From an optimization exercise on the open Yosys and OpenROAD flow, aimed at small area; shortcuts taken in it are not production practice. In this exercise RTL edits were held to simulation tests only and were not proved equivalent to the original.

== old ==
## vga_scene_renderer
module vga_scene_renderer #(
    parameter int          NUM_RECTS    = 16,
    parameter int          COORD_W      = 10,
    parameter int          CEIL_Y       = 75,
    parameter int          FADE_SHIFT   = 3,
    parameter logic [23:0] BG_COLOR     = vga_scene_pkg::LIGHT_GRAY,
    parameter logic [23:0] PLAYER_COLOR = 24'h0000FF
) (
    input  logic                         clk,
    input  logic                         rst,
    input  logic [COORD_W-1:0]           x,
    input  logic [COORD_W-1:0]           y,
    input  logic                         active_pixels,
    input  logic                         frame_start,
    input  logic [COORD_W-1:0]           player_x,
    input  logic [COORD_W-1:0]           player_y,
    input  logic [COORD_W-1:0]           lava_x,
    input  logic [COORD_W-1:0]           lava_height,
    input  logic [2:0]                   game_state,
    input  logic                         wr_en,
    input  logic [$clog2(NUM_RECTS)-1:0] wr_idx,
    input  logic [COORD_W-1:0]           wr_x0,
    input  logic [COORD_W-1:0]           wr_x1,
    input  logic [COORD_W-1:0]           wr_y0,
    input  logic [COORD_W-1:0]           wr_y1,
    input  logic [23:0]                  wr_color,
    input  logic                         wr_valid,
    input  logic                         clear_all,
    output logic [7:0]                   VGA_R,
    output logic [7:0]                   VGA_G,
    output logic [7:0]                   VGA_B,
    output logic                         out_active
);
For scale: roughly 3400 cells after synthesis, ~48000 um^2 of cells after synthesis.
clock: 8.0 ns
lec_check: 0
cap_margin: 20
core_margin: 2
core_utilization: 40
slew_margin: 20
run.sh (not shown) runs the stock make flow with config.mk's settings and CLKGATE_MAP_FILE= SYNTH_SCRIPT=/design/flow/synth_recipe.tcl, a recipe that flattens the netlist after the stock synthesis.
Setup changes, old to new
==> flow/flow/run.sh (new file) <==
#!/bin/bash
# Layout flow: the standard ORFS flow with three changes.
#  1. Synthesis maps the logic with an area-oriented ABC script (flow/abc_map.script);
#     everything else in synthesis, including the flip-flop mapping, is unchanged.
#  2. Ports are buffered with sky130_fd_sc_hd__buf_1 instead of the default pick.
#  3. Clock tree synthesis uses small clock buffers and no dummy loads.
# Each tool's full output stays in orfs/logs/; make's output goes to flow_make.log.
set -euo pipefail
W=$(pwd)
HERE=$(cd "$(dirname "$0")" && pwd)

rm -rf "$W/orfs_scripts"
cp -r "$FLOW_HOME/scripts" "$W/orfs_scripts"
cp "$HERE/abc_map.script" "$W/orfs_scripts/abc_speed.script"

export SCRIPTS_DIR="$W/orfs_scripts"
export BUFFER_PORTS_ARGS="-buffer_cell sky130_fd_sc_hd__buf_1"
export CTS_ARGS="-sink_clustering_enable -repair_clock_nets -dont_use_dummy_load -buf_list {sky130_fd_sc_hd__clkbuf_4 sky130_fd_sc_hd__clkbuf_8}"

bash standard.sh finish > "$W/flow_make.log" 2>&1
==> flow/flow/abc_map.script (new file) <==
strash
&get -n
&fraig -x
&put
scorr
dc2
strash
&get -n
&dch -f
&nf -a
&put
strash
&get -n
&dch -f
&nf -a
&put
==> flow/standard.sh (new file) <==
#!/bin/bash
# synth_recipe.tcl (not shown) runs the flow's synth.tcl, then flattens the netlist and writes it again
# the make line also repeats each setting of config.mk as NAME=value (left out here)
make -C /OpenROAD-flow-scripts/flow DESIGN_CONFIG=/design/flow/config.mk WORK_HOME=/design/flow/orfs CLKGATE_MAP_FILE= SYNTH_SCRIPT=/design/flow/synth_recipe.tcl "${@:-finish}"
removed: flow/run.sh
## What came out
- The delay of the slowest critical-path stage in new was higher than what old gave.
- Of the two values seen for classification of the worst setup path, primary input to register was produced by old and register to register by new.
- Sort old and new by core utilization, ascending, and new comes first.
- Looking at master of the slowest instance on the critical path, the nor4_1 result is from old; the ha_1 one comes from new.
- new vs old: number of clock-tree buffers in the layout up by more than 10%


## the reference run
vga_scene_renderer, a different RTL version from the one above (not shown whole).
Size in the first run: about 2,800 cells after synthesis, ~1,100 flip-flops.
export LEC_CHECK = 0
export CAP_MARGIN = 20
export CORE_MARGIN = 2
export CORE_UTILIZATION = 60
export PLACE_DENSITY = 0.75
export SLEW_MARGIN = 20
create_clock -name core_clock -period 8.0 [get_ports {clk}]
standard.sh (not shown) runs the stock make flow with config.mk's settings and CLKGATE_MAP_FILE= SYNTH_SCRIPT=/design/flow/synth_recipe.tcl, a recipe that flattens the netlist after the stock synthesis.
==> flow/flow/run.sh <==
#!/bin/bash
# Layout flow: the standard ORFS flow with three changes.
#  1. Synthesis maps the logic with an area-oriented ABC script (flow/abc_map.script);
#     everything else in synthesis, including the flip-flop mapping, is unchanged.
#  2. Ports are buffered with sky130_fd_sc_hd__buf_1 instead of the default pick.
#  3. Clock tree synthesis uses small clock buffers and no dummy loads.
# Each tool's full output stays in orfs/logs/; make's output goes to flow_make.log.
set -euo pipefail
W=$(pwd)
HERE=$(cd "$(dirname "$0")" && pwd)

rm -rf "$W/orfs_scripts"
cp -r "$FLOW_HOME/scripts" "$W/orfs_scripts"
cp "$HERE/abc_map.script" "$W/orfs_scripts/abc_speed.script"

export SCRIPTS_DIR="$W/orfs_scripts"
export BUFFER_PORTS_ARGS="-buffer_cell sky130_fd_sc_hd__buf_1"
export CTS_ARGS="-sink_clustering_enable -sink_clustering_size 30 -sink_clustering_max_diameter 60 -repair_clock_nets -dont_use_dummy_load -buf_list {sky130_fd_sc_hd__clkbuf_8 sky130_fd_sc_hd__clkbuf_16}"

bash standard.sh finish > "$W/flow_make.log" 2>&1
==> flow/flow/abc_map.script <==
strash
&get -n
&fraig -x
&put
scorr
dc2
strash
&get -n
&dch -f
&nf -a
&put
strash
&get -n
&dch -f
&nf -a
&put
The reference run has completed all stages; timing, DRC and antenna checks passed.
Input changes introduced in the trial run (baseline for comparison: the reference run):
diff --git a/flow/flow/run.sh b/flow/flow/run.sh
--- a/flow/flow/run.sh
+++ b/flow/flow/run.sh
@@ -16,5 +16,5 @@
 export SCRIPTS_DIR="$W/orfs_scripts"
 export BUFFER_PORTS_ARGS="-buffer_cell sky130_fd_sc_hd__buf_1"
-export CTS_ARGS="-sink_clustering_enable -sink_clustering_size 30 -sink_clustering_max_diameter 60 -repair_clock_nets -dont_use_dummy_load -buf_list {sky130_fd_sc_hd__clkbuf_8 sky130_fd_sc_hd__clkbuf_16}"
+export CTS_ARGS="-sink_clustering_enable -sink_clustering_size 14 -sink_clustering_max_diameter 60 -repair_clock_nets -dont_use_dummy_load -buf_list {sky130_fd_sc_hd__clkbuf_4 sky130_fd_sc_hd__clkbuf_8}"
 
 bash standard.sh finish > "$W/flow_make.log" 2>&1
diff --git a/flow/config.mk b/flow/config.mk
--- a/flow/config.mk
+++ b/flow/config.mk
@@ -8,5 +8,5 @@
 export CAP_MARGIN = 20
 export CORE_MARGIN = 2
-export CORE_UTILIZATION = 60
-export PLACE_DENSITY = 0.75
+export CORE_UTILIZATION = 70
+export PLACE_DENSITY = 0.8
 export SLEW_MARGIN = 20
### Flow results
- The trial run: PASS, flow complete, no timing, DRC or antenna violations
- Going from the reference run to the trial run, final instance count without filler cells shrinks by about 2%.
- Taking the reference run as the reference, in the trial run clock buffer count higher; met2 usage higher.

## re-timing with driven ports
The results above use ideal ports. As a check the final layouts listed here were re-extracted and re-timed, cells and wires unchanged.
Step 1 sets driving cells, clkbuf_16 on the clock port and buf_2 on the other inputs (assumed; they add their load-dependent delay and slew).
Step 2 times the ports against the registers' clock, not the clock port: input delays grow and output delays shrink by t, the midpoint of the rising clock arrivals with the driver on.
a / b / c = ideal ports / drivers / drivers and shift; a / b = the first two.
| run | shift t [ns] | setup WS [ns] | worst hold slack (ns) | clock arrival spread, ns | worst slew at a driven data input, ns |
|---|---|---|---|---|---|
| old | 0.780 | 0.869 / 0.924 / 0.144 | 0.423 / 0.423 / 0.423 | 0.045 / 0.045 | 0.12 |
| new | 0.900 | 1.188 / 1.188 / 0.551 | 0.409 / 0.409 / 0.409 | 0.122 / 0.123 | 0.17 |
| the reference run | 0.730 | 1.053 / 1.053 / 0.511 | 0.470 / 0.470 / 0.470 | 0.077 / 0.077 | 0.11 |
| the trial run | 0.748 | 1.106 / 1.106 / 0.551 | 0.438 / 0.438 / 0.438 | 0.074 / 0.075 | 0.10 |
After both steps setup and hold are still met in every run listed. For old, which loses most, drivers alone change the setup slack by +0.055 ns; drivers and shift together by -0.725 ns.
